Background: an optimization exercise with open tools, aiming at small area, a short achievable clock period and few clock cycles per item. Do not read the settings as production practice. In this exercise RTL edits were held to simulation tests only and were not proved equivalent to the original. Power figures rest on the tool's default switching activity, not on a simulated workload.

$ cat flow/design.v
package lkv_pkg;
  localparam int MAX_ENTRIES_DEF = 16;
  localparam int KEY_BITS_DEF    = 16;
  localparam int VALUE_BITS_DEF  = 32;
  localparam int             CAP_BITS  = 5;
  localparam logic [CAP_BITS-1:0] CAP_RESET = 5'd16;
  typedef enum logic {
    CMD_GET = 1'b0,
    CMD_PUT = 1'b1
  } cmd_t;
  typedef enum logic [1:0] {
    ST_IDLE,
    ST_MATCH,
    ST_UPDATE,
    ST_REPLY
  } state_t;
  typedef struct packed {
    logic capture;
    logic lookup;
    logic update;
    logic reply;
  } ctl_cmd_t;
endpackage
module lru_key_value_cache (
  input  logic                         clk,
  input  logic                         rst,
  input  logic                         cfg_write_en,
  input  logic [4:0]                   cfg_write_data,
  input  logic                         req_valid,
  output logic                         req_ready,
  input  logic                         req_command,
  input  logic [15:0]                  req_lookup_key,
  input  logic [31:0]                  req_write_value,
  output logic                         rsp_valid,
  input  logic                         rsp_ready,
  output logic                         rsp_hit,
  output logic [31:0]                  rsp_read_value,
  output logic                         rsp_evicted,
  output logic [15:0]                  rsp_evicted_key
);
  localparam int N  = 16;
  localparam int KW = 16;
  localparam int VW = 32;
  logic          k_v;
  logic          k_put;
  logic [KW-1:0] k_key;
  logic [VW-1:0] k_val;
  logic          rdy_q;    
  logic          a_v;
  logic          a_put;
  logic [KW-1:0] a_key;
  logic [VW-1:0] a_val;
  logic          s_v;
  logic          s_put;
  logic [KW-1:0] s_key;
  logic [VW-1:0] s_val;
  logic [N-1:0]  mq;       
  logic [N-1:0]  gq;       
  logic [N-1:0]  vld;
  logic [KW-1:0] ekey [N];
  logic [VW-1:0] eval [N];
  logic [3:0]    lim_m1;
  logic          go;
  logic          s_load;
  logic          a_load;
  logic          take;
  logic [N-1:0]  eq_old;   
  logic          eq_prev;  
  logic [N-1:0]  vb;       
  logic [N-1:0]  vbx;      
  logic [N-1:0]  gb;       
  logic [N-1:0]  gbx;      
  logic [N-1:0]  last;     
  logic [N-1:0]  mq_d;
  logic [N-1:0]  gq_d;
  logic          hit;
  logic          putmiss;
  logic          full;
  logic          ex;       
  logic [N-1:0]  en;
  logic [VW-1:0] hv;
  logic [KW-1:0] lastkey;
  assign go        = s_v & (~rsp_valid | rsp_ready);
  assign s_load    = go | ~s_v;
  assign a_load    = s_load | ~a_v;
  assign take      = req_valid & ~k_v;
  assign req_ready = rdy_q;
  always_ff @(posedge clk) begin
    if (rst) begin
      k_v   <= 1'b0;
      rdy_q <= 1'b1;
    end else if (k_v) begin
      k_v   <= ~a_load;
      rdy_q <= a_load;
    end else begin
      k_v   <= take & ~a_load;
      rdy_q <= ~(take & ~a_load);
    end
  end
  always_ff @(posedge clk) begin
    if (~k_v) begin
      k_put <= req_command;
      k_key <= req_lookup_key;
      k_val <= req_write_value;
    end
  end
  always_ff @(posedge clk) begin
    if (rst) begin
      a_v <= 1'b0;
    end else if (a_load) begin
      a_v <= k_v | take;
    end
  end
  always_ff @(posedge clk) begin
    if (a_load) begin
      a_put <= k_v ? k_put : req_command;
      a_key <= k_v ? k_key : req_lookup_key;
      a_val <= k_v ? k_val : req_write_value;
    end
  end
  always_ff @(posedge clk) begin
    if (rst) begin
      s_v <= 1'b0;
    end else if (s_load) begin
      s_v <= a_v;
    end
  end
  always_ff @(posedge clk) begin
    if (s_load) begin
      s_put <= a_put;
      s_key <= a_key;
      s_val <= a_val;
      mq    <= mq_d;
      gq    <= gq_d;
    end
  end
  always_ff @(posedge clk) begin
    if (rst) begin
      lim_m1 <= 4'd15;
    end else if (cfg_write_en) begin
      if (cfg_write_data == 5'd0) begin
        lim_m1 <= 4'd0;
      end else if (cfg_write_data > 5'd16) begin
        lim_m1 <= 4'd15;
      end else begin
        lim_m1 <= 4'(cfg_write_data - 5'd1);
      end
    end
  end
  always_comb begin
    hit     = gq[0];
    putmiss = s_put & ~hit;
    full    = vld[lim_m1];
    ex      = putmiss & full;
    en[0]   = go & (hit | s_put);
    for (int i = 1; i < N; i++) begin
      en[i] = go & (gq[i] | putmiss);
    end
    for (int i = 0; i < N; i++) begin
      last[i] = (i == N - 1) ? vld[i] : (vld[i] & ~vld[i+1]);
    end
    hv      = '0;
    lastkey = '0;
    for (int i = 0; i < N; i++) begin
      hv      = hv | ({VW{mq[i]}} & eval[i]);
      lastkey = lastkey | ({KW{last[i]}} & ekey[i]);
    end
  end
  always_comb begin
    eq_prev = (a_key == s_key);
    for (int i = 0; i < N; i++) begin
      eq_old[i] = (a_key == ekey[i]);
    end
    vb  = eq_old & vld;
    vbx = vb & ~({N{ex}} & last);
    for (int i = 0; i < N; i++) begin
      gb[i]  = |(vb >> i);
      gbx[i] = |(vbx >> i);
    end
    mq_d[0] = en[0] ? eq_prev : vb[0];
    gq_d[0] = en[0] ? (eq_prev | gbx[0]) : gb[0];
    for (int i = 1; i < N; i++) begin
      mq_d[i] = en[i] ? vbx[i-1] : vb[i];
      gq_d[i] = en[i] ? (gbx[i-1] & ~eq_prev) : gb[i];
    end
  end
  always_ff @(posedge clk) begin
    if (en[0]) begin
      ekey[0] <= s_key;
      eval[0] <= s_put ? s_val : hv;
    end
    for (int i = 1; i < N; i++) begin
      if (en[i]) begin
        ekey[i] <= ekey[i-1];
        eval[i] <= eval[i-1];
      end
    end
  end
  always_ff @(posedge clk) begin
    if (rst) begin
      vld <= '0;
    end else if (go && putmiss && !full) begin
      vld <= {vld[N-2:0], 1'b1};
    end
  end
  always_ff @(posedge clk) begin
    if (rst) begin
      rsp_valid <= 1'b0;
    end else if (go) begin
      rsp_valid <= 1'b1;
    end else if (rsp_ready) begin
      rsp_valid <= 1'b0;
    end
  end
  always_ff @(posedge clk) begin
    if (go) begin
      rsp_read_value  <= s_put ? '0 : hv;
      rsp_hit         <= hit;
      rsp_evicted     <= ex;
      rsp_evicted_key <= ex ? lastkey : '0;
    end
  end
endmodule
$ cat flow/flow/run.sh
#!/bin/bash
set -e
echo 'export BUFFER_PORTS_ARGS = -buffer_cell sky130_fd_sc_hd__buf_4' >> "$FLOW_CONFIG"
bash standard.sh > standard.log 2>&1
$ cat flow/standard.sh
#!/bin/bash
# synth_recipe.tcl (not shown) runs the flow's synth.tcl, then flattens the netlist and writes it again
# the make line also repeats each setting of config.mk as NAME=value (left out here)
make -C /OpenROAD-flow-scripts/flow DESIGN_CONFIG=/design/flow/config.mk WORK_HOME=/design/flow/orfs CLKGATE_MAP_FILE= SYNTH_SCRIPT=/design/flow/synth_recipe.tcl "${@:-finish}"
$ cat flow/config.mk
export PLATFORM = sky130hd
export DESIGN_NAME = lru_key_value_cache
export DESIGN_NICKNAME = lru_key_value_cache
export VERILOG_FILES = /design/flow/design.v
export SDC_FILE = /design/flow/constraint.sdc
export NUM_CORES = 4
export LEC_CHECK = 0
export CAP_MARGIN = 20
export CORE_MARGIN = 2
export CORE_UTILIZATION = 40
export SETUP_SLACK_MARGIN = 3.4
export SLEW_MARGIN = 20
export TNS_END_PERCENT = 10
export BUFFER_PORTS_ARGS = -buffer_cell sky130_fd_sc_hd__buf_4
$ cat flow/constraint.sdc
create_clock -name core_clock -period 6.0 [get_ports {clk}]
set_input_delay 1.2000 -clock core_clock [delete_from_list [all_inputs] [get_ports {clk}]]
set_output_delay 1.2000 -clock core_clock [all_outputs]
set_load 0.01 [all_outputs]
==> run notes <==
synthesized netlist by cell type, types with 2 or more instances:
cell | count | share of area
a221oi_2 | 3 | 0.0011
buf_6 | 4 | 0.0011
o221ai_1 | 3 | 0.00065
and3_1 | 14 | 0.0022
a221oi_1 | 96 | 0.021
nor3_2 | 3 | 0.00075
a21o_1 | 2 | 0.00037
buf_1 | 11 | 0.0010
mux2_2 | 54 | 0.015
nand3_1 | 68 | 0.0085
a31oi_1 | 16 | 0.0025
o21ai_0 | 31 | 0.0039
buf_4 | 21 | 0.0039
a21boi_0 | 3 | 0.00056
inv_1 | 56 | 0.0052
o21a_1 | 7 | 0.0013
nor4_1 | 30 | 0.0047
o31ai_1 | 2 | 0.00037
o22ai_1 | 2 | 0.00031
mux2i_1 | 59 | 0.015
dfxtp_1 | 74 | 0.037
nor3_1 | 9 | 0.0011
xor2_1 | 82 | 0.018
and4_1 | 4 | 0.00087
xnor2_1 | 187 | 0.041
or3_1 | 3 | 0.00047
buf_2 | 12 | 0.0015
edfxtp_1 | 948 | 0.71
nand3_2 | 2 | 0.00050
nand2_1 | 42 | 0.0039
clkbuf_1 | 89 | 0.0083
a22oi_1 | 198 | 0.037
o21ai_1 | 3 | 0.00037
nor2b_1 | 20 | 0.0031
nand4_1 | 58 | 0.0090
a22o_1 | 95 | 0.021
a21oi_1 | 16 | 0.0020
o211ai_1 | 5 | 0.00093
nor2_1 | 93 | 0.0087
or2_2 | 3 | 0.00047
and2_1 | 7 | 0.0011
per-stage QoR:
step,total power (W),std cells
2_1_floorplan,0.00841,2458
6_report,0.0155,4089
4_1_cts,0.0155,4080
3_3_place_gp,0.00865,3801
3_5_place_dp,0.00866,3806
5_1_grt,0.0159,4088
cell usage in the layout, fill, tap and decap left out, drive strengths merged, types with 16 or more instances in the layout:
master,netlist,layout
a21oi,16,16
a221oi,99,99
a22o,95,95
a22oi,199,199
a31oi,16,16
and3,16,16
buf,48,263
bufinv,0,17
clkbuf,89,126
clkinv,1,46
clkinvlp,0,18
dfxtp,74,74
edfxtp,948,948
inv,56,50
mux2,54,54
mux2i,59,59
nand2,42,42
nand3,70,70
nand4,59,59
nor2,93,93
nor2b,20,20
nor4,30,30
o21ai,36,36
xnor2,187,187
xor2,82,82
worst reg2reg max path: stages, from the launching register on:
cell and delay [ns]:
edfxtp_1 0.48, buf_12 0.19, buf_12 0.14, xor2_1 0.19
nor3_1 0.09, nand4_1 0.18, o22ai_2 0.15, nor3b_4 0.35
nand3_4 0.15, nor4_4 0.33, nor2b_4 0.21, a32oi_2 0.11
power breakdown:
part / switching (W) / internal (W)
combinational: 0.000366 / 0.000228
clock: 0.00288 / 0.00401
sequential: 0.000106 / 0.00790
state kept, by name (all words and copies together) (netlist names), 4 cells and up:
register	count
rsp_read_value	32
mq	16
k_val	32
a_val	32
a_key	16
lim_m1	4
rsp_evicted_key	16
k_key	16
eval	512
s_val	32
s_key	16
ekey	256
gq	16
vld	16
area by class of cell:
type                    instances  share of cell area
repair buffers                266              0.0497
multi-input cells            1245               0.206
clock buffers                 126              0.0573
inverters                      57             0.00532
well taps                    1298              0.0340
repair inverters                4            0.000576
diodes                          1           0.0000524
clock inverters                70              0.0189
flip-flops and latches       1022               0.628
repair_timing:
item	CTS	global route
gates cloned	8	3
pin swaps	37	7
setup buffers	70	3
resized for setup	105	12
setup endpoints to repair	562	463
how the worst max path moves through the flow:
stage                              to  cells past startpoint
after floorplan                 gq[4]                      8
after global placement    ekey[8][13]                      7
after detailed placement   ekey[9][5]                      7
after CTS                 eval[6][11]                      6
after global routing            gq[0]                     12
final                      eval[5][6]                      5
per-layer routing:
metal | up-vias | routed length [um]
met4 | 7 | 4400
met1 | 12900 | 54100
met2 | 1799 | 55500
met3 | 291 | 15800
met5 | - | 93
li1 | 10200 | -
logic make-up (layout without fill, tap and decap cells):
group                      count (synthesis)  count (layout)  share of synthesized area
adders and majority gates                  1               1                   0.000311
and+or+nand+nor                          365             365                     0.0477
other                                      0               1                          0
DFF                                     1022            1022                      0.745
muxes                                    113             113                     0.0298
AOI/OAI and AO/OA                        494             497                     0.0967
buffers and inverters                    194             523                     0.0212
xor gates and xnor gates                 269             269                     0.0586
==> impl_metrics.toml <==
[outcome]
outcome = "complete, no violations"

[global_routing]
grt_pass1_vias = 25100
grt_max_degree = 82
grtUsageMet1 = 0.361
use_met2 = 0.359
grt_pass1_wl_mm = 184
antenna_found_initial = 3
grt_use_met3 = 0.0646
busiest_layer = "met1"
overflow = 0
grt_usage = 0.248

[sta]
fin_crit_ns = 2.87
relSlewSlack = 0.385
fin_crit_sh = 0.478
fin_setup_tns_ns = 0
finalClockSkew_ns = 0.0487
max_freq_ghz = 0.348
hold_slack_ns = 0.411
setup_viol_count_final = 0
final-hold-violation-count = 0
drv_slew = 0
tightestPinTransition_ns = 0.922
rsz0062_at_grt = "true"
setup_ws_ns = 3.13

[detailed_routing]
first_pass_iters = 8
via_per_inst = 6.17
via_count = 25200
drc_errors = 0
ant_nets = 0
wirelength_mm = 130
drtIter0Drc = 3607
post_drt_wl_per_cell_um = 31.8

[clock_tree]
htreeDepth = 3
cts_tree = "built"
cts_buffer_depth = 3
clk_pin_slew_ns = 0.06
cts_made_buffers = 104
cts-root-buf = "clkbuf_16"
clk-insertion-delay-late_ns = 0.70
cts-hold-fix-buffers = 0
cts.sinks = 1022

[layout]
area_delta_synth_final_pct = 18.9
multi_input_area_sq_mm = 0.00986
drive_gt1_frac = 0.212
nFillCells = 8452
regArea_sq_mm = 0.0300
nNetsFinal = 2760
final_core_util = 0.478
final_area_sq_mm = 0.0477

[synthesis]
ys.warnings.count = 3
synth_cells = 2458
ys_async_sr_fraction = 0
postSynthAreaPerCell_sq_um = 16.3
synth_ff_type = "edfxtp_1"
synth-edff-count = 948
seq_area_frac_synth = 0.745
ys_seq_elements = 1022
synth.distinct_cells = 64
syn-cell-area_sq_mm = 0.0402
syn_nets = 2518

[placed_design]
io_buffers = 110
post-place-ws_ns = 2.03
placed_cell_area_sq_mm = 0.0428
place_congestion = 0.969
dp_hpwl_mm = 80.7

[floorplan]
die_w_um = 321
die_area_sq_mm = 0.103
io_pins = 111
core_area_sq_mm = 0.0999
rows = 116
start_util = 0.402
die_y_um = 321

[setup_path]
cp_slowest_stage_delay_ns = 0.72
worstPathCellList = "buf_4, nor2b_4, nor2b_4, o21a_2, buf_4"
crit_type = "in -> reg"
critPathRequiredTime_ns = 6.32
r2r-start = "a_key[10]"
crit_buf_inv = 2
crit_slowest_cell = "o21a_2"
r2r-end = "gq[0]"
rr_worst_depth = 11
cp_max_fo = 32
r2r_slack_ns = 3.15
crit_family = "buffers and inverters"
arrival_ns = 3.18
critPathLaunch = "rsp_ready"
critPathLaunchType = "primary input"
setup.worst_path.end_class = "register"

[worst_hold_path]
hold_start = "a_val[29]"
min_to = "s_val[29]"
hold_depth = 0
min_path_type = "reg -> reg"

[run]
maxCapViolCount = 0

[power_and_ir_drop]
p_per_area_mw_per_mm2 = 325
vdd_ir_drop_max_mv = 0.239
leakage_nw = 15.9
Testbench counts, summed over its fixed seeds: cycles 8,024, items 8,000.

-- static timing again, ports no longer ideal --
Ports are ideal in the flow. The routed layout listed here was re-timed in OpenROAD. Step 1: set_driving_cell puts a clkbuf_16 on clk and a buf_2 on each other input, an assumption about the parent block. Step 2, shift: input delay + t, output delay - t, t = (earliest + latest rising clock arrival at the registers) / 2. This alone moves slack from input paths to output paths. Three values: no drivers, after step 1, after step 2; two values: the first two.
t, ns: 0.748
setup WS [ns]: 3.130 / 3.155 / 2.423
hold slack, ns: 0.411 / 0.411 / 0.411
After both steps setup and hold are still met in this run. The setup slack of this run moves by +0.025 ns with the drivers and by -0.707 ns with both steps.
